This is an optimization exercise on Yosys and OpenROAD, whose aim is small area, not a production implementation.
The RTL was checked by simulation tests, not by an equivalence proof against the original design.
Power is estimated from default activity; no workload was simulated.

Setup of run 1:
## id_stage_top
module id_stage_top (
    input  logic        CLK,
    input  logic        RST,
    input  logic [31:0] fetch_pc1,
    input  logic [31:0] fetch_pc2,
    input  logic [31:0] fetch_inst1,
    input  logic [31:0] fetch_inst2,
    input  logic [31:0] clr_w_mask,
    input  logic        ex_set_pc,
    input  logic [31:0] ex_pc,
    output logic [31:0] ctrl1,
    output logic [31:0] ctrl2,
    output logic        id_set_pc,
    output logic [31:0] id_pc
);
Size in the first run: about 120 flip-flops, about 290 I/O pins, ~7700 um^2 of cells after synthesis.
clock: 5.5 ns
lec_check: 0
cap_margin: 20
core_margin: 2
core_utilization: 60
slew_margin: 20
standard.sh (not shown) runs the stock make flow with config.mk's settings and CLKGATE_MAP_FILE= SYNTH_SCRIPT=/design/flow/synth_recipe.tcl, a recipe that flattens the netlist after the stock synthesis.
==> flow/flow/run.sh <==
#!/bin/bash
# The standard layout (standard.sh) with these changes:
#  - synthesis: synth_recipe.tcl unchanged, except that ABC maps with the
#    area-oriented script flow/abc.script instead of ORFS's speed script;
#  - port buffers: the smallest buffer (buf_1) instead of buffer_ports' pick;
#  - clock tree: clkbuf_4 buffers, clusters of at most 12 sinks, no dummy loads;
#  - power recovery (downsizing off the critical paths) after global routing.
set -euo pipefail
here=$(pwd)
{
  echo 'proc abc {args} {'
  echo '  set i [lsearch $args -script]'
  echo "  if {\$i >= 0} { lset args [expr {\$i + 1}] $here/flow/abc.script }"
  echo '  yosys abc {*}$args'
  echo '}'
  cat synth_recipe.tcl
} > own_synth.tcl
sed "s|SYNTH_SCRIPT=[^ ]*|SYNTH_SCRIPT=$here/own_synth.tcl|" standard.sh > own_standard.sh
grep -q "SYNTH_SCRIPT=$here/own_synth.tcl" own_standard.sh
export BUFFER_PORTS_ARGS="-buffer_cell sky130_fd_sc_hd__buf_1"
export CTS_ARGS="-sink_clustering_enable -repair_clock_nets -buf_list sky130_fd_sc_hd__clkbuf_4 -sink_clustering_size 12 -dont_use_dummy_load"
export RECOVER_POWER=100
bash own_standard.sh > standard.log 2>&1
==> flow/flow/abc.script <==
&get -n
&st
&dch
&nf -R 1000
&st
&syn2
&if -g -K 6
&synch2
&nf -R 1000
&st
&dch
&nf -R 1000
&put
[run 1] flow finished | final checks: failed | reasons: max-capacitance violations, max-slew violations
#### Input delta (run 2 over run 1)
--- a/flow/flow/run.sh
+++ b/flow/flow/run.sh
@@ -6,3 +6,2 @@
 #  - clock tree: clkbuf_4 buffers, clusters of at most 12 sinks, no dummy loads;
-#  - power recovery (downsizing off the critical paths) after global routing.
 set -euo pipefail
@@ -21,3 +20,2 @@
 export CTS_ARGS="-sink_clustering_enable -repair_clock_nets -buf_list sky130_fd_sc_hd__clkbuf_4 -sink_clustering_size 12 -dont_use_dummy_load"
-export RECOVER_POWER=100
 bash own_standard.sh > standard.log 2>&1
### Flow results
Between run 2 and run 1, the total area of multi-input combinational cells does not differ in any meaningful way. Growth of design area from synthesis to finish, run 1 and run 2, higher one = run 2. Cell area after layout came out higher on run 2 than on run 1. The part of the cycle the worst path needs number comes out lower for run 2 vs run 1. Met3 global-route usage came out exactly the same in run 1 and run 2. Run 2 | status: complete | timing, DRC, antenna: pass. The overall power after layout was comparable across run 1 and run 2.
Here is what was changed in the inputs of run 3 compared with run 2.
- changing CORE_UTILIZATION from 60 to 55
- setting GPL_TIMING_DRIVEN to 0 for the first time
--- a/flow/flow/run.sh
+++ b/flow/flow/run.sh
@@ -20,2 +20,3 @@
 export CTS_ARGS="-sink_clustering_enable -repair_clock_nets -buf_list sky130_fd_sc_hd__clkbuf_4 -sink_clustering_size 12 -dont_use_dummy_load"
+export REMOVE_ABC_BUFFERS=1
 bash own_standard.sh > standard.log 2>&1
Findings:
Run 3: total global routing track utilization is 3.6 points lower than what run 2 reported.
Against run 2, post-layout instance area in run 3 came out better.
Looking at die area, run 3 sits above run 2.
Changes in run 4 relative to run 3:
- swapping 55 for 50 in CORE_UTILIZATION
==> flow/flow/abc.script <==
strash
dch
amap
topo
--- outcome ---
Diff run 3 and run 4: initial core utilization lower in run 4. Taking run 3 as the reference, in run 4 summed instance area of the synthesized netlist went down; total power of the final layout went up. Number of cells produced by synthesis delta for run 4 relative to run 3: 6.8% higher.

separate check: timing with driven ports:
In the flow no input, the clock included, has a driving cell. The finished layouts below were timed again as built, in two steps. Step 1 assumes that a clkbuf_16 drives the clock port and a buf_2 every other input. Step 2 times the ports against the registers' clock, not the clock port: input delays grow and output delays shrink by t, the midpoint of the rising clock arrivals with the driver on. Slacks: ideal / step 1 / step 2; pairs: ideal / step 1.
run	t, ns	setup WS [ns]	worst data-port slew with drivers (ns)
run 1	0.555	0.548 / 0.548 / 0.356	0.06
run 2	0.556	0.752 / 0.752 / 0.408	0.06
run 3	0.540	0.319 / 0.319 / -0.082	0.06
run 4	0.557	0.392 / 0.392 / -0.061	0.07
Met with ideal ports but missed after step 2: setup timing in run 3 and run 4. For run 4, which loses most, drivers alone change the setup slack by 0.000 ns; drivers and shift together by -0.453 ns.
